What follows belongs to an exercise in optimizing a design on an open flow for small area, a short achievable clock period and few clock cycles; a production flow would make more cautious choices.
Function was checked by simulation only, so behaviour that the tests miss may differ from the original.
Power and IR drop assume default switching activity.

[flow/run.sh]
#!/bin/bash
# synth_recipe.tcl (not shown) runs the flow's synth.tcl, then flattens the netlist and writes it again
# the make line also repeats each setting of config.mk as NAME=value (left out here)
make -C /OpenROAD-flow-scripts/flow DESIGN_CONFIG=/design/flow/config.mk WORK_HOME=/design/flow/orfs CLKGATE_MAP_FILE= SYNTH_SCRIPT=/design/flow/synth_recipe.tcl finish
[flow/config.mk]
export PLATFORM = sky130hd
export DESIGN_NAME = stack_queue_engine_top
export DESIGN_NICKNAME = stack_queue_engine_top
export VERILOG_FILES = /design/flow/design.v
export SDC_FILE = /design/flow/constraint.sdc
export NUM_CORES = 4
export LEC_CHECK = 0
export CAP_MARGIN = 20
export CORE_MARGIN = 2
export CORE_UTILIZATION = 45
export SETUP_SLACK_MARGIN = 3.0
export SLEW_MARGIN = 20
[flow/constraint.sdc]
create_clock -name core_clock -period 6.0 [get_ports {clk}]
set_input_delay 1.2000 -clock core_clock [delete_from_list [all_inputs] [get_ports {clk}]]
set_output_delay 1.2000 -clock core_clock [all_outputs]
set_load 0.01 [all_outputs]
[flow/design.v]
package sqe_pkg;
  typedef struct packed {
    logic [2:0]         operation;
    logic signed [31:0] push_value;
  } in_item_t;
  typedef struct packed {
    logic signed [31:0] result_value;
    logic [2:0]         status;
    logic               last;
  } out_item_t;
endpackage
module stack_queue_engine_top (
  input  logic               clk,
  input  logic               rst_n,
  input  logic               in_valid,
  output logic               in_ready,
  input  sqe_pkg::in_item_t  in_data,
  output logic               out_valid,
  input  logic               out_ready,
  output sqe_pkg::out_item_t out_data,
  input  logic               cfg_we,
  input  logic               cfg_wdata
);
  localparam int RING = 63;
  function automatic logic [5:0] inc63(input logic [5:0] p);
    inc63 = (p == 6'd62) ? 6'd0 : p + 6'd1;
  endfunction
  function automatic logic [5:0] dec63(input logic [5:0] p);
    dec63 = (p == 6'd0) ? 6'd62 : p - 6'd1;
  endfunction
  logic        mode_r;
  logic        in_ready_r;
  logic [31:0] head_r;              
  logic [31:0] ring [RING];         
  logic [5:0]  rtop;                
  logic [5:0]  rtopm1;              
  logic [5:0]  rtail;               
  logic [5:0]  rp;                  
  logic [6:0]  count;
  logic        e0, e1, fl;          
  logic        dbusy;               
  logic [5:0]  dcnt;                
  logic        dlast;               
  logic        ov, sv;
  logic [35:0] od, sd;
  logic [2:0]  op;
  logic [31:0] val;
  logic        ex;
  assign op  = in_data.operation;
  assign val = in_data.push_value;
  assign ex  = in_valid && in_ready_r;    
  logic short;
  assign short = e0 || e1;
  logic is_push, is_pop, is_swap, is_peek, is_dump;
  assign is_push = (op == 3'd0);
  assign is_pop  = (op == 3'd1);
  assign is_swap = (op == 3'd2);
  assign is_peek = (op == 3'd3);
  assign is_dump = (op == 3'd4);
  logic push_ok, pop_ok, swap_ok, err;
  assign push_ok = ex && is_push && !fl;
  assign pop_ok  = ex && is_pop && !e0;
  assign swap_ok = ex && is_swap && !short;
  assign err     = (is_push && fl) || (is_pop && e0) || (is_swap && short) ||
                   (is_peek && e0);
  logic [RING-1:0] rsel;
  logic [31:0]     rdata;
  always_comb begin
    for (int i = 0; i < RING; i++) rsel[i] = (rp == 6'(i));
    rdata = 32'd0;
    for (int i = 0; i < RING; i++) rdata = rdata | (ring[i] & {32{rsel[i]}});
  end
  logic        we;
  logic [5:0]  waddr;
  logic [31:0] wdata;
  assign we    = (push_ok && !e0) || swap_ok;
  assign waddr = is_swap ? rtop : (mode_r ? rtail : rtopm1);
  assign wdata = (is_push && mode_r) ? val : head_r;
  always_ff @(posedge clk) begin
    for (int i = 0; i < RING; i++) begin
      if (we && waddr == 6'(i)) ring[i] <= wdata;
    end
  end
  always_ff @(posedge clk) begin
    if (push_ok && (!mode_r || e0)) head_r <= val;
    else if ((pop_ok && !e1) || swap_ok) head_r <= rdata;
  end
  logic       ptop_up, ptop_dn;
  logic [5:0] rtop_nxt;
  assign ptop_up  = pop_ok && !e1;
  assign ptop_dn  = push_ok && !mode_r && !e0;
  assign rtop_nxt = ptop_up ? inc63(rtop) : (ptop_dn ? rtopm1 : rtop);
  logic emit;
  assign emit = dbusy && (!sv || out_ready);
  always_ff @(posedge clk) begin
    if (!rst_n) begin
      rtop   <= 6'd0;
      rtopm1 <= 6'd62;
      rtail  <= 6'd0;
      rp     <= 6'd0;
      count  <= 7'd0;
      e0     <= 1'b1;
      e1     <= 1'b0;
      fl     <= 1'b0;
    end else begin
      rtop <= rtop_nxt;
      if (ptop_up)      rtopm1 <= rtop;
      else if (ptop_dn) rtopm1 <= dec63(rtopm1);
      if (push_ok && mode_r && !e0) rtail <= inc63(rtail);
      if (dbusy && !(emit && dlast)) begin
        if (emit) rp <= inc63(rp);
      end else begin
        rp <= rtop_nxt;
      end
      if (push_ok) begin
        count <= count + 7'd1;
        e0    <= 1'b0;
        e1    <= e0;
        fl    <= (count == 7'd63);
      end else if (pop_ok) begin
        count <= count - 7'd1;
        e0    <= e1;
        e1    <= (count == 7'd2);
        fl    <= 1'b0;
      end
    end
  end
  logic dstart;
  assign dstart = ex && is_dump && !short;
  always_ff @(posedge clk) begin
    if (!rst_n) begin
      dbusy <= 1'b0;
    end else if (dstart) begin
      dbusy <= 1'b1;
      dcnt  <= 6'(count - 7'd1);
      dlast <= e1 ? 1'b0 : (count == 7'd2);
    end else if (emit) begin
      dbusy <= !dlast;
      dcnt  <= dcnt - 6'd1;
      dlast <= (dcnt == 6'd2);
    end
  end
  logic        push_v;
  logic [35:0] push_d;
  logic [2:0]  st;
  always_comb begin
    st = 3'd0;
    if (is_peek)      st = 3'd1;
    else if (is_pop)  st = 3'd2;
    else if (is_swap) st = 3'd3;
    else              st = 3'd4;
  end
  assign push_v = emit || (ex && (err || is_peek || (is_dump && !e0)));
  always_comb begin
    if (dbusy)    push_d = {rdata, 3'd0, dlast};
    else if (err) push_d = {32'd0, st, 1'b1};
    else          push_d = {head_r, 3'd0, is_peek || e1};
  end
  logic o_free, sv_nxt, dbusy_nxt;
  assign o_free = !ov || out_ready;
  always_ff @(posedge clk) begin
    if (!rst_n) begin
      ov <= 1'b0;
      sv <= 1'b0;
    end else if (o_free) begin
      if (sv) begin
        ov <= 1'b1;
        sv <= push_v;
      end else begin
        ov <= push_v;
      end
    end else if (push_v) begin
      sv <= 1'b1;
    end
  end
  always_ff @(posedge clk) begin
    if (o_free) begin
      if (sv) od <= sd;
      else if (push_v) od <= push_d;
    end
    if (push_v && (sv || !o_free)) sd <= push_d;
  end
  assign sv_nxt    = o_free ? (sv && push_v) : (sv || push_v);
  assign dbusy_nxt = dstart || (dbusy && !(emit && dlast));
  always_ff @(posedge clk) begin
    if (!rst_n) begin
      mode_r     <= 1'b0;
      in_ready_r <= 1'b1;
    end else begin
      if (cfg_we) mode_r <= cfg_wdata;
      in_ready_r <= !dbusy_nxt && !sv_nxt;
    end
  end
  assign in_ready  = in_ready_r;
  assign out_valid = ov;
  assign out_data  = od;
endmodule
==> run summary, run 1 <==
number of hold buffers added after CTS=0; clock-pin slew on the worst setup and hold paths=0.06 ns; final weighted congestion of routability-driven global placement=0.956; number of enable-type register cells in the synthesized netlist=2127; initial antenna violation count=19; overall overflow remaining after global route=0; relative slew slack=21.5%; area delta synth->final=25.8%; Critical Path, Cell by Cell=buf_12, ha_4, nand3b_1, buf_4, nor2_4, buf_4, o2bb2ai_1, a221oi_4, nand4_1, nor4_4, buf_4, o221ai_1; leakage dissipation=around 0.033 uW; power per cell area=298 mW/mm^2; Most Frequent Cell on Critical Path=buf_4; initial standard-cell utilization of the core=45.4%; Synth Register Bits=between 2000 and 2500; Syn Std Cell Area=0.0813 sq mm; final wirelength=about 340000 um; die outline height=429 um; total clock buffers created by CTS=210; non-filler cells, final=~8000; number of vias in the routed layout=55937; worst stage delay on the critical path=0.68 ns; die extent in x=429 um; GRT Util Overall=36.1%; Worst-Margin Slew=~1.2 ns; maximum VDD drop=~0.33 mV; post-synth top area cell=edfxtp_1; overall die area=~0.18 sq mm; post-synth net total=~4800; FFs w/ async S/R, synth=0%; share of Yosys cell area claimed by the top area cell type=78.6%; setup skew after layout=0.0481 ns; Initial DRC Count=around 13000; length of the first detailed-routing pass in iterations=8; Critical Path RT=6.57 ns; Worst Setup Start Kind=flop; post-route ant nets=0; first-pass GRT wire length=449000 um; hold depth=2; PortBufs=78; count of yosys warnings during synthesis=2; post-layout min period=3.60 ns; clock latency reported for the late side of the worst-skew pair=0.90 ns; number of cells on the worst reg-to-reg path=12; maximum net fanout on the critical path=7; worst setup path class=flop to flop; path class of the lowest-slack min-delay path=flop to flop; vias per cell=7.04; Design Power=between 30000 and 40000 uW; most numerous cell in the Yosys netlist=edfxtp_1; slowest stage cell, crit path=nand4_1; area of the core=roughly 0.18 sq mm; leading register cell type out of synthesis=edfxtp_1; portion of the post-synthesis area used by sequential elements=79.6%; # nets final=around 5500; Fin Hold WS=0.509 ns; clock sinks=around 2200; setup TNS=0 ns; number of distinct library cells after synthesis=72; H-Tree Depth=4; share of final-layout standard cells stronger than drive strength 1=28.5%; count of pins on the block boundary=79; root buffer cell=clkbuf_16; Hold Fails Final Rpt=0; maximum number of pins on one net before global-route repair=75; number of cells produced by synthesis=4700; post-DP HPWL=195000 um; clock tree from TritonCTS=done; unrepaired setup endpoints after global routing=true; data arrival time of the critical path=4.17 ns; Avg Synthesized Cell Area=17.3 sq um; top cell types by occurrence after synthesis=edfxtp_1, a22oi_1, nor2_1; number of placed instances with taps included=7112; count of standard-cell rows=155; number of global-route vias before repair=51116; Clock Path Buffers=3; Area contributors post-synth=edfxtp_1, a22oi_1, a22o_1; per-cell routed wire length=around 43 um; Finish-stage setup viols=0; highest clock rate=278 MHz; residual DRC count=0; post-route fraction of the period consumed by the critical path=60.0%; outcome=complete, no violations; critical path endpoint category=flop; Slew Limit Fails=0; maximum capacitance violations=0
[registers in the layout, summed over array words and instances (netlist names), 6 cells and up]
name    flops
rtopm1      6
dcnt        6
rtail       6
rp          6
ring     2016
od         36
count       7
head_r     32
sd         36
rtop        6
[cells in the final DEF (no fill, tap or decap), types with 17 or more instances in the layout]
| master | instances |
|---|---|
| clkdlybuf4s50_1 | 55 |
| edfxtp_1 | 2127 |
| a21oi_1 | 76 |
| nor3_1 | 35 |
| o21ai_1 | 17 |
| clkinv_2 | 39 |
| mux2_4 | 36 |
| o2bb2ai_1 | 28 |
| dfxtp_1 | 29 |
| o21ai_2 | 17 |
| buf_8 | 30 |
| bufinv_16 | 24 |
| mux2i_1 | 59 |
| a22oi_1 | 459 |
| nor2_1 | 102 |
| or4_4 | 26 |
| a22oi_2 | 80 |
| buf_12 | 122 |
| a221oi_2 | 59 |
| a221oi_1 | 66 |
| mux2_2 | 17 |
| a221oi_4 | 20 |
| nand2_1 | 152 |
| o21ai_0 | 41 |
| dlygate4sd2_1 | 18 |
| clkinv_1 | 51 |
| and3_1 | 46 |
| buf_6 | 117 |
| nand4_1 | 140 |
| a21oi_2 | 17 |
| clkbuf_1 | 34 |
| nand3_1 | 51 |
| nor2_4 | 124 |
| clkbuf_16 | 214 |
| buf_4 | 398 |
| a22o_1 | 169 |
[report_power, final]
group | internal (uW) | switching [uW]
combinational | 130 | 319
clock | 7600 | 5890
sequential | 16500 | 13.7
total | 24200 | 6230
[cell type report]
class,instances,area (sq um)
antenna,10,25.0
clock buffer,252,5520
clock inverter,136,1430
fill,13380,76700
timing repair buffer,758,8310
tap,2355,2950
multi-input combinational,2252,19300
sequential,2166,64700
inverter,16,65.1
[logic make-up (layout without fill, tap and decap cells)]
logic type      after synthesis  count (layout)  synth area share (%)
flops                      2166            2166                  79.6
compound gates             1206            1206                  11.3
simple gates                884             895                  5.66
buf+inv                     293            1162                  1.49
mux                         119             119                  1.58
xor+xnor                     18              18                 0.194
fa+ha+maj                    14              14                 0.216
other cells                   0              10                     0
[final timing paths]
kind | startpoint | to | slack (ns)
hold / removal | rtail[5]$_SDFFE_PN0P_ | rtail[5]$_SDFFE_PN0P_ | 0.51
setup / recovery | rp[1]$_SDFFE_PN0P_ | od[25]$_DFFE_PP_ | 2.40
setup reg to reg | rp[1]$_SDFFE_PN0P_ | od[25]$_DFFE_PP_ | 2.40
hold reg to reg | rtail[5]$_SDFFE_PN0P_ | rtail[5]$_SDFFE_PN0P_ | 0.51
[worst max-delay path: cells and delay by family (launching register included)]
family	cells	cell delay, ns
adders and majority gates	1	0.24
DFF	1	0.38
AOI/OAI and AO/OA	3	0.60
buffers and inverters	4	0.69
and+or+nand+nor	4	1.39
[metal layers]
metal	up-vias	wire length (um)	part of all wire (%)	track usage [%]
met2	5693	141000	41	50.6
met1	27885	114000	34	45.7
li1	20961	-	-	-
met5	-	751	0.22	1.28
met3	1368	57400	17	15.6
met4	30	27400	8.0	22.8
[what timing repair did]
item / CTS / global route
endpoints found under the hold margin: 0 / 0
gates resized for setup: 622 / 217
endpoints found under the setup margin: 4258 / 1675
cloned: 16 / 3
pin swaps: 213 / 130
setup buffers: 343 / 72
[per-stage QoR]
step | utilization [%] | worst slack, ns | cell area, sq um
after global placement | 48.8 | 0.608 | 87400
after CTS | 56.1 | 2.59 | 100000
final | 57.1 | 2.40 | 102000
after detailed placement | 48.8 | 0.637 | 87400
after floorplan | - | 2.18 | 82100
after global routing | 57.1 | 2.50 | 102000
Testbench counts, summed over its fixed seeds: cycles 37,882.
==> run 2, diff against run 1 <==
--- a/flow/design.v
+++ b/flow/design.v
@@ -43,4 +43,4 @@
   logic        dlast;               
-  logic        ov, sv;
-  logic [35:0] od, sd;
+  logic        ov;
+  logic [35:0] od;
   logic [2:0]  op;
@@ -68,3 +68,2 @@
   always_comb begin
-    for (int i = 0; i < RING; i++) rsel[i] = (rp == 6'(i));
     rdata = 32'd0;
@@ -72,11 +71,17 @@
   end
-  logic        we;
-  logic [5:0]  waddr;
+  logic        wr_sw, wr_tl, wr_hd;
   logic [31:0] wdata;
-  assign we    = (push_ok && !e0) || swap_ok;
-  assign waddr = is_swap ? rtop : (mode_r ? rtail : rtopm1);
+  assign wr_sw = swap_ok;
+  assign wr_tl = push_ok && !e0 && mode_r;
+  assign wr_hd = push_ok && !e0 && !mode_r;
   assign wdata = (is_push && mode_r) ? val : head_r;
+  logic [RING-1:0] row_we;
+  always_comb begin
+    for (int i = 0; i < RING; i++)
+      row_we[i] = (wr_sw && rsel[i]) || (wr_tl && rtail == 6'(i)) ||
+                  (wr_hd && rtopm1 == 6'(i));
+  end
   always_ff @(posedge clk) begin
     for (int i = 0; i < RING; i++) begin
-      if (we && waddr == 6'(i)) ring[i] <= wdata;
+      if (row_we[i]) ring[i] <= wdata;
     end
@@ -93,3 +98,4 @@
   logic emit;
-  assign emit = dbusy && (!sv || out_ready);
+  logic [5:0] rp_nxt;
+  assign rp_nxt = (dbusy && !(emit && dlast)) ? (emit ? inc63(rp) : rp) : rtop_nxt;
   always_ff @(posedge clk) begin
@@ -100,2 +106,3 @@
       rp     <= 6'd0;
+      rsel   <= RING'(1);
       count  <= 7'd0;
@@ -109,7 +116,4 @@
       if (push_ok && mode_r && !e0) rtail <= inc63(rtail);
-      if (dbusy && !(emit && dlast)) begin
-        if (emit) rp <= inc63(rp);
-      end else begin
-        rp <= rtop_nxt;
-      end
+      rp   <= rp_nxt;
+      for (int i = 0; i < RING; i++) rsel[i] <= (rp_nxt == 6'(i));
       if (push_ok) begin
@@ -142,7 +146,4 @@
   end
-  logic        push_v;
-  logic [35:0] push_d;
-  logic [2:0]  st;
-  always_comb begin
-    st = 3'd0;
+  logic [2:0] st;
+  always_comb begin
     if (is_peek)      st = 3'd1;
@@ -152,33 +153,46 @@
   end
-  assign push_v = emit || (ex && (err || is_peek || (is_dump && !e0)));
-  always_comb begin
-    if (dbusy)    push_d = {rdata, 3'd0, dlast};
-    else if (err) push_d = {32'd0, st, 1'b1};
-    else          push_d = {head_r, 3'd0, is_peek || e1};
-  end
-  logic o_free, sv_nxt, dbusy_nxt;
+  logic       pend;
+  logic [2:0] pend_st;
+  logic       pend_last;
+  logic       o_free, cres;
   assign o_free = !ov || out_ready;
-  always_ff @(posedge clk) begin
-    if (!rst_n) begin
-      ov <= 1'b0;
-      sv <= 1'b0;
+  assign cres   = ex && (err || is_peek || (is_dump && !e0));
+  assign emit   = dbusy && !pend && o_free;
+  logic [2:0] g_st;
+  logic       g_last, g_v;
+  logic [31:0] g_val;
+  always_comb begin
+    if (pend) begin
+      g_st   = pend_st;
+      g_last = pend_last;
+    end else if (dbusy) begin
+      g_st   = 3'd0;
+      g_last = dlast;
+    end else begin
+      g_st   = err ? st : 3'd0;
+      g_last = err || is_peek || e1;
+    end
+    g_v   = pend || dbusy || cres;
+    g_val = (dbusy && !pend) ? rdata : (g_st == 3'd0 ? head_r : 32'd0);
+  end
+  always_ff @(posedge clk) begin
+    if (!rst_n) begin
+      ov   <= 1'b0;
+      pend <= 1'b0;
     end else if (o_free) begin
-      if (sv) begin
-        ov <= 1'b1;
-        sv <= push_v;
-      end else begin
-        ov <= push_v;
-      end
-    end else if (push_v) begin
-      sv <= 1'b1;
-    end
-  end
-  always_ff @(posedge clk) begin
-    if (o_free) begin
-      if (sv) od <= sd;
-      else if (push_v) od <= push_d;
-    end
-    if (push_v && (sv || !o_free)) sd <= push_d;
-  end
-  assign sv_nxt    = o_free ? (sv && push_v) : (sv || push_v);
+      ov   <= g_v;
+      pend <= 1'b0;
+    end else if (cres) begin
+      pend <= 1'b1;
+    end
+  end
+  always_ff @(posedge clk) begin
+    if (o_free && g_v) od <= {g_val, g_st, g_last};
+    if (!o_free && cres) begin
+      pend_st   <= err ? st : 3'd0;
+      pend_last <= err || is_peek || e1;
+    end
+  end
+  logic pend_nxt, dbusy_nxt;
+  assign pend_nxt  = !o_free && (pend || cres);
   assign dbusy_nxt = dstart || (dbusy && !(emit && dlast));
@@ -190,3 +204,3 @@
       if (cfg_we) mode_r <= cfg_wdata;
-      in_ready_r <= !dbusy_nxt && !sv_nxt;
+      in_ready_r <= !dbusy_nxt && !pend_nxt;
     end
==> run summary, run 2 <==
clock-pin slew on the worst setup and hold paths=around 0.07 ns; die outline height=427 um; number of global-route vias before repair=48668; final weighted congestion of routability-driven global placement=about 0.95; Avg Synthesized Cell Area=18.5 sq um; die extent in x=427 um; count of yosys warnings during synthesis=2; final wirelength=roughly 350000 um; number of distinct library cells after synthesis=68; first-pass GRT wire length=452000 um; hold path startpoint=rtail[1]$_SDFFE_PN0P_; max FFs per register=2016; clock tree from TritonCTS=done; post-synth top area cell=edfxtp_1; post-DP HPWL=196000 um; number of enable-type register cells in the synthesized netlist=2095; maximum VDD drop=about 0.26 mV; data arrival time of the critical path=3.77 ns; Reg power frac=55.3%; residual DRC count=0; post-layout min period=3.15 ns; area delta synth->final=19.3%; H-Tree Depth=4; setup skew after layout=between 0.03 and 0.04 ns; Area contributors post-synth=edfxtp_1, a22o_1, a221oi_1; post-synth net total=4402; highest clock rate=318 MHz; post-route fraction of the period consumed by the critical path=between 50% and 60%; GRT Util Overall=between 30% and 40%; reported net switching power=between 6000 and 7000 uW; length of the first detailed-routing pass in iterations=9; share of Yosys cell area claimed by the top area cell type=78.2%; per-cell routed wire length=48.5 um; number of vias in the routed layout=53915; top register by number of flip-flops=ring; path class of the lowest-slack min-delay path=flop to flop; share of final-layout standard cells stronger than drive strength 1=20.9%; count of pins on the block boundary=79; launch point of the worst path=rsel[38]$_SDFF_PN0_; PortBufs=78; Worst-Margin Slew=1.22 ns; Worst Setup Start Kind=flop; Clock Path Buffers=3; worst reg2reg path startpoint=rsel[38]$_SDFF_PN0_; count of standard-cell rows=155; Critical Path RT=6.62 ns; fill count=13797; largest registers ranked by flip-flop count=ring: 2016 flops, rsel: 63 flops, od: 36 flops; Initial DRC Count=12286; critical path endpoint category=flop; Fin Hold WS=0.513 ns; Critical Path, Cell by Cell=buf_4, a22o_1, a221oi_1, nand4_1, or4_4, mux2_2; Slew Limit Fails=0; relative slew slack=a little under a fifth; Synth Register Bits=~2200; most numerous cell in the Yosys netlist=edfxtp_1; clock network fraction of design power=43.3%; portion of the post-synthesis area used by sequential elements=about four fifths; # nets final=4735; initial antenna violation count=22; family with the most delay on the worst path=compound AO/OA/AOI/OAI gates; maximum net fanout on the critical path=13; top cell types by occurrence after synthesis=edfxtp_1, a22o_1, a221oi_1; clock sinks=2197; overall die area=between 0.15 and 0.2 sq mm; vias per cell=7.47; switching share of total power=approximately a fifth; Syn Std Cell Area=0.0805 sq mm; setup TNS=0 ns; Finish-stage setup viols=0; root buffer cell=clkbuf_16; overall overflow remaining after global route=0; leading register cell type out of synthesis=edfxtp_1; outcome=complete, no violations; number of hold buffers added after CTS=0; worst setup path class=flop to flop; maximum number of pins on one net before global-route repair=64; unrepaired setup endpoints after global routing=true; maximum capacitance violations=0; clock latency reported for the late side of the worst-skew pair=0.88 ns; worst stage delay on the critical path=0.63 ns; leakage dissipation=0.0302 uW; number of cells produced by synthesis=4343; top library cells by usage in the layout, fill and taps aside=edfxtp_1, a22o_1, a221oi_1; most common cell after layout, fill and taps aside=edfxtp_1; power per cell area=315 mW/mm^2; initial standard-cell utilization of the core=45.2%; FFs w/ async S/R, synth=0%; total clock buffers created by CTS=208; combinational share of power=1.4%; Hold Fails Final Rpt=0; slowest stage cell, crit path=a221oi_1; critical path buffer and inverter count=1; internal power component=about 24000 uW; area of the core=between 0.15 and 0.2 sq mm; post-route ant nets=0
-- run 2: cell types whose count changed in the layout (fill, tap and decap cells not counted), sizes merged, moves of 32 or more --
cell	previous run	this run
mux2i	61	5
edfxtp	2127	2095
a22o	182	515
buf	676	331
nor2	231	56
a221oi	145	484
and3	60	16
nor3	42	77
a21oi	95	25
o21ai	77	40
o221ai	15	48
nand2	171	100
dfxtp	39	102
a22oi	539	16
-- run 2: layout make-up --
type                            instances  area (sq um)  share of cell area [%]
Clock buffer                          254          5440                    5.67
Clock inverter                        128          1150                    1.19
Inverter                               23          86.3                  0.0899
Tap cell                             2355          2950                    3.07
Sequential cell                      2197         65100                    67.8
Timing Repair Buffer                  416          4820                    5.02
Antenna cell                           10          25.0                  0.0261
Multi-Input combinational cell       1830         16400                    17.1
-- run 2: per-layer routing --
metal	routed length [um]	vias up	track usage, %
met5	164	-	0
met4	23400	20	20.1
met2	148000	5769	54.0
met3	60900	1150	15.0
li1	-	19394	-
met1	118000	27582	49.0
-- run 2: logic make-up after synthesis --
group	share of synthesized area, %
muxes	0.958
adders and majority gates	0.280
AOI/OAI and AO/OA	12.9
and+or+nand+nor	3.45
buffers and inverters	1.55
xor gates and xnor gates	0.185
DFF	80.7
-- run 2: repair_timing --
| item | CTS | global route |
|---|---|---|
| pin swaps | 51 | 22 |
| setup buffers | 86 | 17 |
| gates cloned | 7 | 5 |
| gates resized for setup | 184 | 61 |
| setup endpoints to repair | 4167 | 401 |
-- run 2: worst paths after layout --
check / to / slack, ns / cells after the start
worst max-delay path: head_r[6]$_DFFE_PP_ / 2.85 / 6
worst min-delay path: rtail[1]$_SDFFE_PN0P_ / 0.51 / 2
worst max register to register: head_r[6]$_DFFE_PP_ / 2.85 / 6
worst min register to register: rtail[1]$_SDFFE_PN0P_ / 0.51 / 2
-- run 2: worst reg2reg max path: stages (launching register included) --
cell and delay (ns):
dfxtp_2 0.54, buf_4 0.40, a22o_1 0.28, a221oi_1 0.63
nand4_1 0.16, or4_4 0.58, mux2_2 0.31
-- run 2: power groups by stage --
stage	sequential, uW	combinational, uW	clock (uW)
final	16700	429	13100
after global routing	16700	439	13600
after CTS	16700	402	13000
after detailed placement	17000	393	0
after global placement	17000	388	0
after floorplan	17000	185	0
-- run 2: metrics by stage --
stage | cells | instance area (sq um) | power, uW | util, % | setup WS (ns)
floorplan | 4343 | 82100 | 17200 | - | 2.62
global placement | 6699 | 86900 | 17400 | 48.8 | 0.874
detailed placement | 6705 | 87100 | 17400 | 48.9 | 0.893
CTS | 7180 | 95400 | 30100 | 53.6 | 3.00
global route | 7203 | 96000 | 30700 | 53.9 | 2.98
finish | 7213 | 96000 | 30200 | 53.9 | 2.85
Testbench counts of run 2, summed over its fixed seeds: cycles 37,882.
==> run 3, diff against run 2 <==
--- a/flow/design.v
+++ b/flow/design.v
@@ -73,5 +73,6 @@
   logic [31:0] wdata;
-  assign wr_sw = swap_ok;
-  assign wr_tl = push_ok && !e0 && mode_r;
-  assign wr_hd = push_ok && !e0 && !mode_r;
+  logic        ok_sw, ok_tl, ok_hd;
+  assign wr_sw = in_valid && ok_sw && is_swap;
+  assign wr_tl = in_valid && ok_tl && is_push;
+  assign wr_hd = in_valid && ok_hd && is_push;
   assign wdata = (is_push && mode_r) ? val : head_r;
@@ -81,3 +82,3 @@
       row_we[i] = (wr_sw && rsel[i]) || (wr_tl && rtail == 6'(i)) ||
-                  (wr_hd && rtopm1 == 6'(i));
+                  (wr_hd && rsel[(i + 1) % RING]);
   end
@@ -97,2 +98,17 @@
   assign rtop_nxt = ptop_up ? inc63(rtop) : (ptop_dn ? rtopm1 : rtop);
+  logic e0_nxt, e1_nxt, fl_nxt;
+  always_comb begin
+    e0_nxt = e0;
+    e1_nxt = e1;
+    fl_nxt = fl;
+    if (push_ok) begin
+      e0_nxt = 1'b0;
+      e1_nxt = e0;
+      fl_nxt = (count == 7'd63);
+    end else if (pop_ok) begin
+      e0_nxt = e1;
+      e1_nxt = (count == 7'd2);
+      fl_nxt = 1'b0;
+    end
+  end
   logic emit;
@@ -118,13 +134,7 @@
       for (int i = 0; i < RING; i++) rsel[i] <= (rp_nxt == 6'(i));
-      if (push_ok) begin
-        count <= count + 7'd1;
-        e0    <= 1'b0;
-        e1    <= e0;
-        fl    <= (count == 7'd63);
-      end else if (pop_ok) begin
-        count <= count - 7'd1;
-        e0    <= e1;
-        e1    <= (count == 7'd2);
-        fl    <= 1'b0;
-      end
+      if (push_ok)     count <= count + 7'd1;
+      else if (pop_ok) count <= count - 7'd1;
+      e0 <= e0_nxt;
+      e1 <= e1_nxt;
+      fl <= fl_nxt;
     end
@@ -198,2 +208,5 @@
   assign dbusy_nxt = dstart || (dbusy && !(emit && dlast));
+  logic in_ready_nxt, mode_nxt;
+  assign in_ready_nxt = !dbusy_nxt && !pend_nxt;
+  assign mode_nxt     = cfg_we ? cfg_wdata : mode_r;
   always_ff @(posedge clk) begin
@@ -202,5 +215,11 @@
       in_ready_r <= 1'b1;
+      ok_sw      <= 1'b0;
+      ok_tl      <= 1'b0;
+      ok_hd      <= 1'b0;
     end else begin
-      if (cfg_we) mode_r <= cfg_wdata;
-      in_ready_r <= !dbusy_nxt && !pend_nxt;
+      mode_r     <= mode_nxt;
+      in_ready_r <= in_ready_nxt;
+      ok_sw      <= in_ready_nxt && !e0_nxt && !e1_nxt;
+      ok_tl      <= in_ready_nxt && !e0_nxt && !fl_nxt && mode_nxt;
+      ok_hd      <= in_ready_nxt && !e0_nxt && !fl_nxt && !mode_nxt;
     end
--- a/flow/config.mk
+++ b/flow/config.mk
@@ -9,4 +9,7 @@
 export CORE_MARGIN = 2
-export CORE_UTILIZATION = 45
-export SETUP_SLACK_MARGIN = 3.0
+export CORE_UTILIZATION = 50
+export CTS_BUF_LIST = sky130_fd_sc_hd__clkbuf_16
+export CTS_CLUSTER_DIAMETER = 100
+export CTS_CLUSTER_SIZE = 20
+export SETUP_SLACK_MARGIN = 3.25
 export SLEW_MARGIN = 20
==> run summary, run 3 <==
leakage dissipation=0.0300 uW; outcome=complete, no violations; initial standard-cell utilization of the core=between 50% and 60%; per-cell routed wire length=51.8 um; Finish-stage setup viols=0; Avg Synthesized Cell Area=18.6 sq um; highest clock rate=336 MHz; worst setup path class=flop to flop; share of final-layout standard cells stronger than drive strength 1=22.2%; Clock Path Buffers=3; share of Yosys cell area claimed by the top area cell type=78.3%; vias per cell=7.82; overall overflow remaining after global route=0; count of yosys warnings during synthesis=2; hold depth=2; number of vias in the routed layout=approximately 53000; combined area of the multi-input logic cells=around 0.017 sq mm; FFs w/ async S/R, synth=0%; relative slew slack=roughly 29%; length of the first detailed-routing pass in iterations=9; Synth Register Bits=2200; top library cells by usage in the layout, fill and taps aside=edfxtp_1, a22o_1, a221oi_1; post-layout min period=about 3.0 ns; number of cells on the worst reg-to-reg path=6; count of pins on the block boundary=79; setup skew after layout=0.0449 ns; total clock buffers created by CTS=120; reg2reg end=head_r[4]$_DFFE_PP_; max FFs per register=2016; leading register cell type out of synthesis=edfxtp_1; initial antenna violation count=11; power per cell area=272 mW/mm^2; worst reg2reg path startpoint=rsel[36]$_SDFF_PN0_; unrepaired setup endpoints after global routing=true; number of cells produced by synthesis=4330; post-synth net total=4386; Worst Setup Start Kind=flop; data arrival time of the critical path=~3.5 ns; post-route ant nets=0; fill count=11739; count of standard-cell rows=147; die extent in x=~400 um; number of distinct library cells after synthesis=67; most numerous cell in the Yosys netlist=edfxtp_1; maximum capacitance violations=0; final weighted congestion of routability-driven global placement=0.967; maximum number of pins on one net before global-route repair=64; Hold Fails Final Rpt=0; maximum VDD drop=0.280 mV; sequential cell area in the final layout=0.0652 sq mm; portion of the post-synthesis area used by sequential elements=80.9%; final cell utilization of the core=approximately three fifths; number of enable-type register cells in the synthesized netlist=2095; area of the core=0.160 sq mm; number of global-route vias before repair=47977; die outline height=405 um; end point of the most critical hold path=rtopm1[0]$_SDFFE_PN0P_; number of hold buffers added after CTS=0; Worst-Margin Slew=1.06 ns; Syn Std Cell Area=0.0804 sq mm; post-route fraction of the period consumed by the critical path=~50%; # nets final=roughly 4800; top cell types by occurrence after synthesis=edfxtp_1, a22o_1, a221oi_1; clock tree from TritonCTS=done; area delta synth->final=17.3%; GRT Util Overall=42.0%; Area contributors post-synth=edfxtp_1, a22o_1, a221oi_1; register-to-register path setup slack=3.02 ns; post-route cell area=0.0943 sq mm; residual DRC count=0; path class of the lowest-slack min-delay path=flop to flop; PortBufs=78; number of placed instances with taps included=6439; post-synth top area cell=edfxtp_1; Slew Limit Fails=0; post-DP HPWL=202000 um; Fin Hold WS=~0.55 ns; first-pass GRT wire length=451000 um; critical path endpoint category=flop; top register by number of flip-flops=ring; setup TNS=0 ns; clock latency reported for the late side of the worst-skew pair=approximately 0.81 ns; maximum net fanout on the critical path=5; H-Tree Depth=3; clock sinks=2200; non-filler cells, final=6816; area of placed instances=0.0860 sq mm; final wirelength=353000 um; Initial DRC Count=about 13000; Critical Path RT=6.55 ns; hold path startpoint=rtopm1[0]$_SDFFE_PN0P_; root buffer cell=clkbuf_16; largest registers ranked by flip-flop count=ring: 2016 flops, rsel: 63 flops, od: 36 flops; clock-pin slew on the worst setup and hold paths=0.09 ns; most common cell after layout, fill and taps aside=edfxtp_1; overall die area=~0.16 sq mm
## run 3: metal layers
layer / up-vias / track usage [%] / share of wire [%]
li1: 19133 / - / -
met1: 26961 / 54.8 / 33
met2: 6066 / 58.2 / 41
met3: 1154 / 17.7 / 19
met4: 16 / 25.5 / 7.6
met5: - / 0.238 / 0.16
## run 3: how the worst max path moves through the flow
stage / cells past startpoint / to / slack, ns / from
2_1_floorplan: 7 / ring[16][0]$_DFFE_PP_ / 2.52 / in_data[33]
3_5_place_dp: 8 / ring[21][3]$_DFFE_PP_ / 1.04 / in_data[32]
5_1_grt: 6 / head_r[4]$_DFFE_PP_ / 3.10 / rsel[38]$_SDFF_PN0_
3_3_place_gp: 8 / ring[21][0]$_DFFE_PP_ / 1.06 / in_data[32]
6_report: 6 / head_r[4]$_DFFE_PP_ / 3.02 / rsel[36]$_SDFF_PN0_
4_1_cts: 6 / head_r[3]$_DFFE_PP_ / 3.13 / rsel[3]$_SDFF_PN0_
## run 3: critical path, stage by stage, from the launching register on
cell      delay, ns
dfxtp_4        0.47
buf_4          0.24
a22o_1         0.25
a221oi_2       0.27
nand4_1        0.54
or4_4          0.68
mux2_2         0.29
## run 3: timing repair
| item | CTS | global route |
|---|---|---|
| pin swaps | 58 | 61 |
| endpoints found under the setup margin | 4290 | 2426 |
| gates cloned | 11 | 12 |
| buffers inserted | 131 | 66 |
| resized for setup | 456 | 170 |
## run 3: cells by family (layout without fill, tap and decap cells)
logic type	count (synthesis)	count (layout)	share of synthesized area, %
other	0	7	0
xor gates and xnor gates	16	16	0.174
muxes	69	69	0.967
adders and majority gates	15	15	0.234
DFF	2200	2200	80.9
buffers and inverters	327	713	1.56
and+or+nand+nor	440	447	3.06
AOI/OAI and AO/OA	1263	1263	13.1
## run 3: cell type report
type                            instances  area share (%)
Antenna cell                            7          0.0186
Tap cell                             2086            2.77
Multi-Input combinational cell       1810            17.9
Clock inverter                         29           0.273
Timing Repair Buffer                  546            6.63
Inverter                               17          0.0677
Sequential cell                      2200            69.2
Clock buffer                          121            3.21
## run 3: per-stage QoR
step | worst slack, ns | total power (uW)
after floorplan | 2.52 | 17200
after global placement | 1.06 | 17400
after detailed placement | 1.04 | 17400
after CTS | 3.13 | 25600
after global routing | 3.10 | 26100
final | 3.02 | 25700
## run 3: power by group
part / total (uW) / switching, uW / leakage [uW] / internal (uW)
Sequential: 16700 / 20.9 / 0.0197 / 16700
Combinational: 419 / 295 / 0.00855 / 124
Clock: 8580 / 4910 / 0.00168 / 3670
Testbench counts of run 3, summed over its fixed seeds: cycles 37,882.
==> run 4, diff against run 3 <==
--- a/flow/design.v
+++ b/flow/design.v
@@ -65,2 +65,5 @@
                    (is_peek && e0);
+  logic            wv, byp;
+  logic [5:0]      wrow;
+  logic [31:0]     wdat;
   logic [RING-1:0] rsel;
@@ -68,3 +71,3 @@
   always_comb begin
-    rdata = 32'd0;
+    rdata = wdat & {32{byp}};
     for (int i = 0; i < RING; i++) rdata = rdata | (ring[i] & {32{rsel[i]}});
@@ -81,4 +84,3 @@
     for (int i = 0; i < RING; i++)
-      row_we[i] = (wr_sw && rsel[i]) || (wr_tl && rtail == 6'(i)) ||
-                  (wr_hd && rsel[(i + 1) % RING]);
+          row_we[i] = wv && (wrow == 6'(i));
   end
@@ -86,4 +88,20 @@
     for (int i = 0; i < RING; i++) begin
-      if (row_we[i]) ring[i] <= wdata;
-    end
+      if (row_we[i]) ring[i] <= wdat;
+    end
+  end
+  logic wv_nxt, byp_nxt;
+  assign wv_nxt  = wr_sw || wr_tl || wr_hd;
+  assign byp_nxt = wr_sw || wr_hd || (wr_tl && e1);
+  always_ff @(posedge clk) begin
+    if (!rst_n) begin
+      wv  <= 1'b0;
+      byp <= 1'b0;
+    end else begin
+      wv  <= wv_nxt;
+      byp <= byp_nxt;
+    end
+  end
+  always_ff @(posedge clk) begin
+    wrow <= wr_sw ? rtop : (wr_tl ? rtail : rtopm1);
+    wdat <= wdata;
   end
@@ -133,3 +151,3 @@
       rp   <= rp_nxt;
-      for (int i = 0; i < RING; i++) rsel[i] <= (rp_nxt == 6'(i));
+      for (int i = 0; i < RING; i++) rsel[i] <= (rp_nxt == 6'(i)) && !byp_nxt;
       if (push_ok)     count <= count + 7'd1;
--- a/flow/config.mk
+++ b/flow/config.mk
@@ -13,3 +13,3 @@
 export CTS_CLUSTER_SIZE = 20
-export SETUP_SLACK_MARGIN = 3.25
+export SETUP_SLACK_MARGIN = 3.5
 export SLEW_MARGIN = 20
==> run summary, run 4 <==
number of distinct library cells after synthesis=66; Critical Path RT=4.80 ns; overall die area=between 0.15 and 0.2 sq mm; adder-cell share of the synthesized area=0.202%; top library cells by usage in the layout, fill and taps aside=edfxtp_1, a22oi_1, a22o_1; post-synth net total=4523; Worst Setup Start Kind=flop; relative slew slack=22.0%; residual DRC count=0; final weighted congestion of routability-driven global placement=0.864; maximum VDD drop=0.249 mV; xor/xnor share of the synthesized area=less than 1%; share of final-layout standard cells stronger than drive strength 1=approximately 17%; fill count=12126; total clock buffers created by CTS=between 100 and 150; met2 capacity usage during global routing=57.6%; worst stage delay on the critical path=0.60 ns; FFs w/ async S/R, synth=0%; Finish-stage setup viols=0; clock tree from TritonCTS=done; top cell types by occurrence after synthesis=edfxtp_1, a22oi_1, a22o_1; count of standard-cell rows=approximately 150; die extent in x=406 um; Clock Path Buffers=3; number of global-route vias before repair=about 47000; post-layout min period=2.81 ns; number of vias in the routed layout=around 53000; Synth Register Bits=roughly 2200; count of yosys warnings during synthesis=2; most numerous cell in the Yosys netlist=edfxtp_1; share of Yosys cell area claimed by the top area cell type=78.0%; met3 Resource Use GR=13.2%; most common cell after layout, fill and taps aside=edfxtp_1; # nets final=4804; Worst-Margin Slew=approximately 1.2 ns; maximum net fanout on the critical path=1; family with the most delay on the worst path=flip-flops; top register by number of flip-flops=ring; Area contributors post-synth=edfxtp_1, a22oi_1, dfxtp_1; outcome=complete, no violations; non-filler cells, final=roughly 7000; portion of the post-synthesis area used by sequential elements=81.6%; maximum number of pins on one net before global-route repair=65; dominant combinational cell family by area after synthesis=compound AO/OA/AOI/OAI gates; leading register cell type out of synthesis=edfxtp_1; worst setup path class=flop to output pin; compound-cell area share of the yosys netlist=11.8%; busiest metal layer after global routing=met2; PortBufs=78; post-DP HPWL=172000 um; first-pass GRT wire length=437000 um; critical path endpoint category=output pin; Initial DRC Count=approximately 12000; leakage dissipation=0.0289 uW; Slew Limit Fails=0; multiplexer fraction of the synthesized cell area=0.577%; power per cell area=about 290 mW/mm^2; GRT Util Overall=40.3%; simple logic cell fraction of the synthesized area=approximately 4.4%; max FFs per register=2016; post-route fraction of the period consumed by the critical path=about 47%; number of placed instances with taps included=around 6600; initial standard-cell utilization of the core=50.3%; largest registers ranked by flip-flop count=ring: 2016 flops, rsel: 63 flops, od: 36 flops; area of the core=0.160 sq mm; unrepaired setup endpoints after global routing=true; per-cell routed wire length=47.7 um; initial antenna violation count=14; path class of the lowest-slack min-delay path=flop to flop; area delta synth->final=13.8%; Syn Std Cell Area=0.0806 sq mm; post-route ant nets=0; clock latency reported for the late side of the worst-skew pair=0.81 ns; data arrival time of the critical path=around 1.6 ns; overall overflow remaining after global route=0; highest clock rate=355 MHz; H-Tree Depth=3; post-synth top area cell=edfxtp_1; slowest stage cell, crit path=edfxtp_1; maximum capacitance violations=0; number of hold buffers added after CTS=0; number of cells produced by synthesis=4469; final wirelength=336000 um; vias per cell=about 7.5; setup TNS=0 ns; setup skew after layout=~0.056 ns; Critical Path, Cell by Cell=buf_6; critical path buffer and inverter count=1; root buffer cell=clkbuf_16; Hold Fails Final Rpt=0; number of enable-type register cells in the synthesized netlist=2095; die outline height=406 um; met1 usage in global routing=54.2%; clock sinks=2240; length of the first detailed-routing pass in iterations=6; Avg Synthesized Cell Area=18.0 sq um; clock-pin slew on the worst setup and hold paths=0.09 ns; count of pins on the block boundary=79
-- run 4: changes by cell type in the layout (fill, tap and decap cells not counted), sizes merged, moves of 90 or more --
cell and delta:
nand3 +98, nor2 +90, a22oi +513, buf -98
a221oi -256, a22o -256
-- run 4: through the flow --
| stage | hold slack (ns) | instance area [sq um] | utilization, % | setup slack, ns | total power, uW |
|---|---|---|---|---|---|
| finish | 0.513 | 91800 | 57.2 | 3.19 | 26200 |
| global route | 0.529 | 91700 | 57.2 | 3.21 | 26600 |
| CTS | 0.508 | 90900 | 56.7 | 3.18 | 26100 |
| detailed placement | 0.491 | 85400 | 53.2 | 1.51 | 17700 |
| global placement | 0.479 | 85300 | 53.2 | 1.54 | 17700 |
| floorplan | 0.461 | 81200 | - | 2.80 | 17500 |
-- run 4: layout make-up --
type                       instances  area [sq um]  share of cell area (%)
clock buffer                     124          3100                    3.38
sequential                      2240         66000                    72.0
tap                             2160          2700                    2.95
timing repair buffer             400          3890                    4.24
clock inverter                   106           447                   0.487
antenna                           15          37.5                  0.0409
inverter                          13          48.8                  0.0532
multi-input combinational       1974         15500                    16.9
-- run 4: kinds of logic (layout without fill, tap and decap cells) --
logic type	count (synthesis)	count (layout)
flip-flops	2240	2240
AO/OA/AOI/OAI	1200	1200
AND/OR/NAND/NOR	697	699
buffers and inverters	257	643
multiplexers	42	42
XOR/XNOR	20	20
adder cells (fa/ha/maj)	13	13
other	0	15
-- run 4: report_power, final --
part / switching [uW] / internal [uW] / total [uW]
sequential: 65.6 / 16900 / 17000
clock: 5020 / 3750 / 8770
combinational: 251 / 123 / 375
-- run 4: final timing paths --
kind                             start                      to  slack, ns  cells after the start
hold / removal    head_r[29]$_DFFE_PP_        wdat[29]$_DFF_P_       0.51                      1
hold reg to reg   head_r[29]$_DFFE_PP_        wdat[29]$_DFF_P_       0.51                      1
setup / recovery      od[21]$_DFFE_PP_            out_data[21]       3.19                      1
setup reg to reg       wrow[3]$_DFF_P_  ring[11][20]$_DFFE_PP_       3.41                      4
-- run 4: timing repair --
item	4_1_cts	5_1_grt
gates resized for setup	472	112
setup buffers	94	50
gates cloned	3	0
pin swaps	75	36
endpoints found under the setup margin	1714	460
-- run 4: metal layers --
layer | wire, um | vias up
met1 | 113000 | 27052
met3 | 57000 | 1155
met4 | 23900 | 10
met2 | 142000 | 5506
met5 | 53 | -
li1 | - | 19265
Testbench counts of run 4, summed over its fixed seeds: cycles 37,882.
==> run 5, diff against run 4 <==
--- a/flow/config.mk
+++ b/flow/config.mk
@@ -13,3 +13,3 @@
 export CTS_CLUSTER_SIZE = 20
-export SETUP_SLACK_MARGIN = 3.5
+export SETUP_SLACK_MARGIN = 3.3
 export SLEW_MARGIN = 20
==> run summary, run 5 <==
outcome=complete, no violations; number of global-route vias before repair=46597; critical path endpoint category=flop; clock latency reported for the late side of the worst-skew pair=0.83 ns; adder-cell share of the synthesized area=0.202%; max FFs per register=2016; setup TNS=0 ns; most common cell after layout, fill and taps aside=edfxtp_1; unrepaired setup endpoints after global routing=true; clock tree from TritonCTS=done; final wirelength=approximately 330000 um; first-pass GRT wire length=429000 um; Design Power=26100 uW; data arrival time of the critical path=3.22 ns; length of the first detailed-routing pass in iterations=8; number of distinct library cells after synthesis=66; count of standard-cell rows=147; xor/xnor share of the synthesized area=0.217%; number of cells produced by synthesis=4469; portion of the post-synthesis area used by sequential elements=81.6%; dominant combinational cell family by area after synthesis=compound AO/OA/AOI/OAI gates; area of the core=approximately 0.16 sq mm; GRT Util Overall=39.6%; clock sinks=2240; share of Yosys cell area claimed by the top area cell type=78.0%; post-route fraction of the period consumed by the critical path=46.9%; final weighted congestion of routability-driven global placement=0.864; count of yosys warnings during synthesis=2; multiplexer fraction of the synthesized cell area=less than 1%; most numerous cell in the Yosys netlist=edfxtp_1; area of placed instances=0.0856 sq mm; highest clock rate=356 MHz; simple logic cell fraction of the synthesized area=around 4.4%; non-filler cells, final=6964; Finish-stage setup viols=0; number of vias in the routed layout=52340; vias per cell=around 7.5; Clock Path Buffers=3; H-Tree Depth=3; compound-cell area share of the yosys netlist=11.8%; worst setup path class=flop to flop; leakage dissipation=approximately 0.028 uW; top register by number of flip-flops=ring; post-synth top area cell=edfxtp_1; worst stage delay on the critical path=approximately 0.80 ns; count of pins on the block boundary=79; post-DP HPWL=171000 um; largest registers ranked by flip-flop count=ring: 2016 flops, rsel: 63 flops, od: 36 flops; top library cells by usage in the layout, fill and taps aside=edfxtp_1, a22oi_1, a22o_1; slowest stage cell, crit path=buf_4; FFs w/ async S/R, synth=0%; Area contributors post-synth=edfxtp_1, a22oi_1, dfxtp_1; number of enable-type register cells in the synthesized netlist=roughly 2100; PortBufs=about 80; post-route cell area=0.0906 sq mm; residual DRC count=0; leading register cell type out of synthesis=edfxtp_1; initial standard-cell utilization of the core=50.3%; die outline height=a little over 400 um; post-synth net total=4523; Worst Setup Start Kind=flop; Avg Synthesized Cell Area=between 15 and 20 sq um; number of hold buffers added after CTS=0; area delta synth->final=12.3%; clock-pin slew on the worst setup and hold paths=0.09 ns; die extent in x=406 um; relative slew slack=17.6%; total clock buffers created by CTS=~120; initial antenna violation count=16; Fin Hold WS=0.505 ns; number of placed instances with taps included=6655; maximum VDD drop=0.269 mV; root buffer cell=clkbuf_16; overall die area=0.165 sq mm; Initial DRC Count=11755; Synth Register Bits=about 2200; maximum capacitance violations=0; Hold Fails Final Rpt=0; Critical Path, Cell by Cell=nand4_1, nor2_4, buf_4; # nets final=4759; maximum net fanout on the critical path=24; Critical Path RT=6.41 ns; maximum number of pins on one net before global-route repair=65; top cell types by occurrence after synthesis=edfxtp_1, a22oi_1, a22o_1; share of final-layout standard cells stronger than drive strength 1=14.7%; post-layout min period=roughly 2.8 ns; path class of the lowest-slack min-delay path=flop to flop; post-route ant nets=0; overall overflow remaining after global route=0; power per cell area=288 mW/mm^2; Syn Std Cell Area=about 0.08 sq mm; Worst-Margin Slew=~1.2 ns; setup skew after layout=about 0.052 ns; Slew Limit Fails=0; per-cell routed wire length=47.4 um
-- run 5: cell count changes in the layout (fill, tap and decap cells not counted), moves of 11 or more --
cell,before,now
buf_2,32,8
inv_1,115,98
dfxtp_2,43,61
buf_8,29,11
clkdlybuf4s15_1,0,16
nor3_1,15,27
buf_4,214,203
dfxtp_4,46,23
buf_12,32,9
-- run 5: cell type report --
class	instances	area, sq um
inverters	13	48.8
clock inverters	90	392
well taps	2160	2700
clock buffers	123	3080
diodes	9	22.5
repair buffers	355	3280
multi-input cells	1974	15100
flip-flops and latches	2240	66000
fillers	12270	69800
-- run 5: cells by family (layout without fill, tap and decap cells) --
family,count (synthesis),count (layout)
flip-flops,2240,2240
AO/OA/AOI/OAI,1200,1200
AND/OR/NAND/NOR,697,699
buffers and inverters,257,581
multiplexers,42,42
XOR/XNOR,20,20
adder cells (fa/ha/maj),13,13
other,0,9
-- run 5: repair_timing --
| action | CTS | global route |
|---|---|---|
| setup buffers | 60 | 25 |
| resized for setup | 234 | 69 |
| setup endpoints to repair | 1433 | 431 |
| gates cloned | 1 | 1 |
| pin swaps | 53 | 16 |
-- run 5: routing by layer --
layer / global-route usage, % / share of wire, %
met5: 0 / 0.046
met2: 57.9 / 43
met4: 20.0 / 6.4
met1: 53.7 / 34
met3: 12.3 / 16
-- run 5: final timing paths --
check / startpoint / endpoint / slack [ns] / cells past startpoint
max reg2reg: wrow[1]$_DFF_P_ / ring[47][18]$_DFFE_PP_ / 3.19 / 3
min: head_r[24]$_DFFE_PP_ / wdat[24]$_DFF_P_ / 0.51 / 1
max: wrow[1]$_DFF_P_ / ring[47][18]$_DFFE_PP_ / 3.19 / 3
min reg2reg: head_r[24]$_DFFE_PP_ / wdat[24]$_DFF_P_ / 0.51 / 1
-- run 5: worst max-delay path: cells and delay by family, from the launching register on --
kind	cells	cell delay (ns)
DFF	1	0.54
and+or+nand+nor	2	1.05
buffers and inverters	1	0.80
-- run 5: through the flow --
stage,utilization [%],worst slack [ns]
3_5_place_dp,53.3,1.47
3_3_place_gp,53.2,1.56
6_report,56.5,3.19
5_1_grt,56.5,3.26
4_1_cts,56.2,3.29
2_1_floorplan,-,2.80
-- run 5: report_power, final --
group          internal, uW  switching, uW  leakage, uW
registers             17000           38.9       0.0201
clock network          3710           4990      0.00200
logic                   113            259      0.00623
total                 20800           5290       0.0283
==> run 6, diff against run 5 <==
--- a/flow/config.mk
+++ b/flow/config.mk
@@ -9,3 +9,3 @@
 export CORE_MARGIN = 2
-export CORE_UTILIZATION = 50
+export CORE_UTILIZATION = 60
 export CTS_BUF_LIST = sky130_fd_sc_hd__clkbuf_16
@@ -13,3 +13,3 @@
 export CTS_CLUSTER_SIZE = 20
-export SETUP_SLACK_MARGIN = 3.3
+export SETUP_SLACK_MARGIN = 3.5
 export SLEW_MARGIN = 20
==> run summary, run 6 <==
FFs w/ async S/R, synth=0%; post-synth top area cell=edfxtp_1; reported net switching power=5320 uW; share of final-layout standard cells stronger than drive strength 1=17.0%; Initial DRC Count=~13000; Finish-stage setup viols=0; post-DP HPWL=177000 um; overall overflow remaining after global route=0; leakage dissipation=roughly 0.029 uW; top cell types by occurrence after synthesis=edfxtp_1, a22oi_1, a22o_1; critical path depth in cells=1; Hold Fails Final Rpt=0; number of cells produced by synthesis=4469; data arrival time of the critical path=roughly 1.7 ns; Worst-Margin Slew=1.26 ns; GRT Util Overall=approximately 49%; Critical Path, Cell by Cell=buf_2; H-Tree Depth=3; post-route ant nets=0; Worst Setup Start Kind=flop; clock network fraction of design power=33.2%; area delta synth->final=13.2%; maximum net fanout on the critical path=2; most numerous cell in the Yosys netlist=edfxtp_1; slowest stage cell, crit path=edfxtp_1; switching share of total power=slightly above 20%; number of cells on the worst reg-to-reg path=4; top library cells by usage in the layout, fill and taps aside=edfxtp_1, a22oi_1, a22o_1; number of global-route vias before repair=48194; Synth Register Bits=around 2200; combinational share of power=around 1.5%; area of the core=0.133 sq mm; number of distinct library cells after synthesis=66; largest registers ranked by flip-flop count=ring: 2016 flops, rsel: 63 flops, od: 36 flops; clock-pin slew on the worst setup and hold paths=0.09 ns; per-cell routed wire length=51.6 um; Clock Path Buffers=3; initial standard-cell utilization of the core=60.4%; die extent in x=371 um; PortBufs=78; number of placed instances with taps included=6268; vias per cell=8.11; worst setup path class=flop to output pin; path class of the lowest-slack min-delay path=flop to flop; family with the most delay on the worst path=flip-flops; unrepaired setup endpoints after global routing=true; portion of the post-synthesis area used by sequential elements=81.6%; worst stage delay on the critical path=~0.67 ns; setup skew after layout=0.0253 ns; Slew Limit Fails=0; worst slack, placed=1.43 ns; internal power component=20800 uW; hold depth=1; outcome=complete, no violations; setup TNS=0 ns; leading register cell type out of synthesis=edfxtp_1; number of vias in the routed layout=around 54000; initial antenna violation count=23; top register by number of flip-flops=ring; length of the first detailed-routing pass in iterations=8; Avg Synthesized Cell Area=approximately 18 sq um; root buffer cell=clkbuf_16; final worst slack=3.09 ns; Reg power frac=between 60% and 70%; count of yosys warnings during synthesis=2; total clock buffers created by CTS=121; relative slew slack=16.0%; highest clock rate=343 MHz; maximum capacitance violations=0; residual DRC count=0; critical path buffer and inverter count=1; post-route fraction of the period consumed by the critical path=about 50%; Design Power=26100 uW; count of standard-cell rows=about 130; power per cell area=286 mW/mm^2; count of pins on the block boundary=79; maximum VDD drop=0.261 mV; die outline height=371 um; overall die area=0.137 sq mm; share of Yosys cell area claimed by the top area cell type=78.0%; Syn Std Cell Area=0.0806 sq mm; Critical Path RT=between 4 and 5 ns; number of enable-type register cells in the synthesized netlist=2095; first-pass GRT wire length=~440000 um; number of hold buffers added after CTS=0; final wirelength=342000 um; max FFs per register=2016; most common cell after layout, fill and taps aside=edfxtp_1; maximum number of pins on one net before global-route repair=65; # nets final=4804; non-filler cells, final=about 6600; clock sinks=approximately 2200; final weighted congestion of routability-driven global placement=0.881; post-layout min period=between 2 and 3 ns; critical path endpoint category=output pin; clock tree from TritonCTS=done; clock latency reported for the late side of the worst-skew pair=approximately 0.80 ns; Area contributors post-synth=edfxtp_1, a22oi_1, dfxtp_1; post-synth net total=4523; fill count=between 8000 and 9000
run 6: cell counts after synthesis:
Identical to the previous run, type by type.
run 6: repair_timing:
item / CTS / global route
gates resized for setup: 422 / 167
endpoints found under the setup margin: 1687 / 586
gates cloned: 5 / 1
buffers inserted: 82 / 38
pin swaps: 75 / 46
run 6: worst paths after layout:
check | startpoint | to | slack, ns
worst max-delay path | od[12]$_DFFE_PP_ | out_data[12] | 3.09
worst max register to register | wrow[3]$_DFF_P_ | ring[27][5]$_DFFE_PP_ | 3.40
worst min-delay path | head_r[31]$_DFFE_PP_ | wdat[31]$_DFF_P_ | 0.51
worst min register to register | head_r[31]$_DFFE_PP_ | wdat[31]$_DFF_P_ | 0.51
run 6: cell families after synthesis:
| logic type | count (synthesis) | share of synthesized area, % |
|---|---|---|
| AO/OA/AOI/OAI | 1200 | 11.8 |
| XOR/XNOR | 20 | 0.217 |
| buffers and inverters | 257 | 1.23 |
| flip-flops | 2240 | 81.6 |
| multiplexers | 42 | 0.577 |
| adder cells (fa/ha/maj) | 13 | 0.202 |
| AND/OR/NAND/NOR | 697 | 4.39 |
run 6: power groups by stage:
stage               Combinational, uW  Sequential, uW  Clock [uW]
floorplan                         138           17400           0
global placement                  322           17400           0
detailed placement                327           17400           0
CTS                               341           17000        8580
global route                      407           17000        9120
finish                            396           17000        8670
run 6: routing by layer:
metal / track usage, % / vias to the layer above / part of all wire [%]
met3: 20.2 / 1355 / 19
met2: 68.0 / 6103 / 41
met1: 66.8 / 27009 / 32
li1: - / 19267 / -
met4: 28.1 / 24 / 7.6
met5: 0.0350 / - / 0.19
run 6: cell type report:
| cell class | instances | area (sq um) | share of cell area [%] |
|---|---|---|---|
| sequential | 2240 | 66000 | 72.3 |
| multi-input combinational | 1977 | 15500 | 17.0 |
| timing repair buffer | 397 | 4010 | 4.39 |
| clock buffer | 123 | 3080 | 3.37 |
| tap | 1768 | 2210 | 2.42 |
| clock inverter | 102 | 408 | 0.447 |
| inverter | 13 | 48.8 | 0.0535 |
| antenna | 10 | 25.0 | 0.0274 |
run 6: stage by stage:
stage                     hold slack [ns]  cell area (sq um)  utilization (%)
final                               0.510              91300             68.4
after global routing                0.522              91300             68.4
after CTS                           0.506              90200             67.6
after detailed placement            0.488              85100             63.8
after global placement              0.481              84900             63.6
after floorplan                     0.461              81200                -
==> run 7, diff against run 6 <==
--- a/flow/config.mk
+++ b/flow/config.mk
@@ -9,3 +9,3 @@
 export CORE_MARGIN = 2
-export CORE_UTILIZATION = 60
+export CORE_UTILIZATION = 50
 export CTS_BUF_LIST = sky130_fd_sc_hd__clkbuf_16
@@ -13,3 +13,3 @@
 export CTS_CLUSTER_SIZE = 20
-export SETUP_SLACK_MARGIN = 3.5
+export SETUP_SLACK_MARGIN = 3.7
 export SLEW_MARGIN = 20
==> run summary, run 7 <==
post-synth net total=4523; root buffer cell=clkbuf_16; clock latency reported for the late side of the worst-skew pair=0.82 ns; Critical Path RT=4.80 ns; number of global-route vias before repair=48175; H-Tree Depth=3; most common cell after layout, fill and taps aside=edfxtp_1; Hold Fails Final Rpt=0; area delta synth->final=18.3%; initial standard-cell utilization of the core=50.3%; area of the core=roughly 0.16 sq mm; Critical Path, Cell by Cell=buf_6; number of vias in the routed layout=54506; family with the most delay on the worst path=flip-flops; number of distinct library cells after synthesis=66; first-pass GRT wire length=between 400000 and 500000 um; top library cells by usage in the layout, fill and taps aside=edfxtp_1, a22oi_1, a22o_1; hold depth=1; clock-pin slew on the worst setup and hold paths=0.09 ns; FFs w/ async S/R, synth=0%; initial antenna violation count=24; path class of the lowest-slack min-delay path=flop to flop; PortBufs=78; xor/xnor share of the synthesized area=0.217%; Fin Hold WS=0.513 ns; final wirelength=354000 um; compound-cell area share of the yosys netlist=between 10% and 20%; number of enable-type register cells in the synthesized netlist=2095; post-DP HPWL=170000 um; number of hold buffers added after CTS=0; most numerous cell in the Yosys netlist=edfxtp_1; total clock buffers created by CTS=roughly 120; length of the first detailed-routing pass in iterations=9; Worst Setup Start Kind=flop; Syn Std Cell Area=0.0806 sq mm; overall die area=0.165 sq mm; leading register cell type out of synthesis=edfxtp_1; simple logic cell fraction of the synthesized area=4.39%; register-to-register path setup slack=3.56 ns; Slew Limit Fails=0; count of yosys warnings during synthesis=2; worst stage delay on the critical path=0.57 ns; per-cell routed wire length=49.4 um; GRT Util Overall=a little over two fifths; data arrival time of the critical path=1.59 ns; overall overflow remaining after global route=0; setup TNS=0 ns; worst reg2reg path startpoint=rtop[1]$_SDFF_PN0_; critical path endpoint category=output pin; count of standard-cell rows=147; reg2reg end=rsel[2]$_SDFF_PN0_; clock tree from TritonCTS=done; leakage dissipation=0.0303 uW; maximum capacitance violations=0; portion of the post-synthesis area used by sequential elements=81.6%; post-layout min period=2.79 ns; end point of the most critical hold path=wdat[6]$_DFF_P_; clock sinks=2240; Synth Register Bits=2240; highest clock rate=358 MHz; dominant combinational cell family by area after synthesis=compound AO/OA/AOI/OAI gates; setup skew after layout=around 0.048 ns; post-route fraction of the period consumed by the critical path=46.5%; multiplexer fraction of the synthesized cell area=less than 1%; Initial DRC Count=around 13000; final weighted congestion of routability-driven global placement=0.869; worst setup path class=flop to output pin; Worst-Margin Slew=between 1 and 1.5 ns; post-route ant nets=0; Area contributors post-synth=edfxtp_1, a22oi_1, dfxtp_1; relative slew slack=20.9%; max FFs per register=2016; number of cells produced by synthesis=between 4000 and 5000; hold path startpoint=head_r[6]$_DFFE_PP_; share of Yosys cell area claimed by the top area cell type=78.0%; share of final-layout standard cells stronger than drive strength 1=21.9%; vias per cell=approximately 7.6; residual DRC count=0; Avg Synthesized Cell Area=18.0 sq um; slowest stage cell, crit path=edfxtp_1; worst slack, placed=1.41 ns; unrepaired setup endpoints after global routing=true; largest registers ranked by flip-flop count=ring: 2016 flops, rsel: 63 flops, od: 36 flops; Clock Path Buffers=3; # nets final=4940; die outline height=approximately 410 um; maximum VDD drop=0.227 mV; adder-cell share of the synthesized area=0.202%; outcome=complete, no violations; die extent in x=between 400 and 500 um; post-synth top area cell=edfxtp_1; top register by number of flip-flops=ring; power per cell area=275 mW/mm^2; number of cells on the worst reg-to-reg path=8; critical path buffer and inverter count=1; maximum number of pins on one net before global-route repair=65; final worst slack=3.21 ns; top cell types by occurrence after synthesis=edfxtp_1, a22oi_1, a22o_1; count of pins on the block boundary=~80; maximum net fanout on the critical path=1; Finish-stage setup viols=0
run 7: repair_timing:
item                                    4_1_cts  5_1_grt
cloned                                       21       13
buffers inserted                            192       56
endpoints found under the setup margin     2078     1227
gates resized for setup                     736      288
pin swaps                                   131      138
run 7: how the worst max path moves through the flow:
| stage | depth (start not counted) | slack (ns) | to | startpoint |
|---|---|---|---|---|
| finish | 1 | 3.21 | out_data[9] | od[9]$_DFFE_PP_ |
| global route | 1 | 3.27 | out_data[11] | od[11]$_DFFE_PP_ |
| CTS | 1 | 3.22 | out_data[9] | od[9]$_DFFE_PP_ |
| detailed placement | 7 | 1.41 | rsel[31]$_SDFF_PN0_ | in_data[32] |
| global placement | 7 | 1.47 | rsel[31]$_SDFF_PN0_ | in_data[32] |
| floorplan | 10 | 2.80 | rsel[11]$_SDFF_PN0_ | in_data[33] |
run 7: cell families (layout without fill, tap and decap cells):
family | after synthesis | count (layout)
xor+xnor | 20 | 20
mux | 42 | 42
other cells | 0 | 15
fa+ha+maj | 13 | 13
compound gates | 1200 | 1201
simple gates | 697 | 703
buf+inv | 257 | 758
flops | 2240 | 2240
run 7: per-stage QoR:
step	total power (uW)	util (%)	std cells	cell area [sq um]
after global placement	17700	53.2	6639	85400
after floorplan	17500	-	4469	81300
final	26300	59.5	7152	95400
after detailed placement	17700	53.2	6641	85400
after CTS	26100	58.2	7068	93400
after global routing	26700	59.5	7140	95400
run 7: power breakdown:
part / internal [uW] / switching (uW) / leakage (uW)
logic: 173 / 314 / 0.00820
registers: 16900 / 60.6 / 0.0201
clock network: 3710 / 5060 / 0.00201
total: 20800 / 5430 / 0.0303
run 7: final cells by class:
cell class / instances / area (sq um)
fillers: 11670 / 64900
multi-input cells: 1979 / 16400
flip-flops and latches: 2240 / 66100
inverters: 13 / 51.3
clock buffers: 123 / 3080
diodes: 15 / 37.5
repair buffers: 531 / 6720
well taps: 2160 / 2700
clock inverters: 91 / 395
run 7: routing by layer:
layer | vias up | share of wire (%) | global-route usage [%]
met4 | 28 | 8.2 | 26.2
met5 | - | 0.11 | 0
li1 | 19577 | - | -
met1 | 27753 | 33 | 54.8
met3 | 1339 | 18 | 15.5
met2 | 5809 | 41 | 58.4

==> port drivers added, routing unchanged <==
The flow's constraints put no driver on any port. The routed layouts listed below were extracted and timed again, unchanged, in two steps.
Step 1 sets driving cells, clkbuf_16 on the clock port and buf_2 on the other inputs (assumed; they add their load-dependent delay and slew).
Step 2 also shifts input and output timing later by t, the mid clock arrival at the registers, as if the neighbouring blocks saw the same clock.
Slacks: no drivers / after step 1 / after step 2; pairs: no drivers / after step 1.
run | shift t [ns] | slack for setup (ns) | latest minus earliest clock arrival (ns)
run 1 | 0.959 | 2.402 / 2.402 / 2.065 | 0.053 / 0.053
run 2 | 0.959 | 2.853 / 2.853 / 2.110 | 0.034 / 0.034
run 3 | 0.889 | 3.023 / 3.023 / 2.337 | 0.057 / 0.057
run 4 | 0.863 | 3.185 / 3.104 / 2.629 | 0.059 / 0.059
run 5 | 0.879 | 3.189 / 3.189 / 2.509 | 0.055 / 0.055
run 6 | 0.863 | 3.087 / 3.006 / 2.653 | 0.029 / 0.029
run 7 | 0.881 | 3.211 / 3.126 / 2.638 | 0.050 / 0.050
After both steps every run listed still meets setup and hold. For run 2, which loses most, drivers alone change the setup slack by 0.000 ns; drivers and shift together by -0.743 ns.
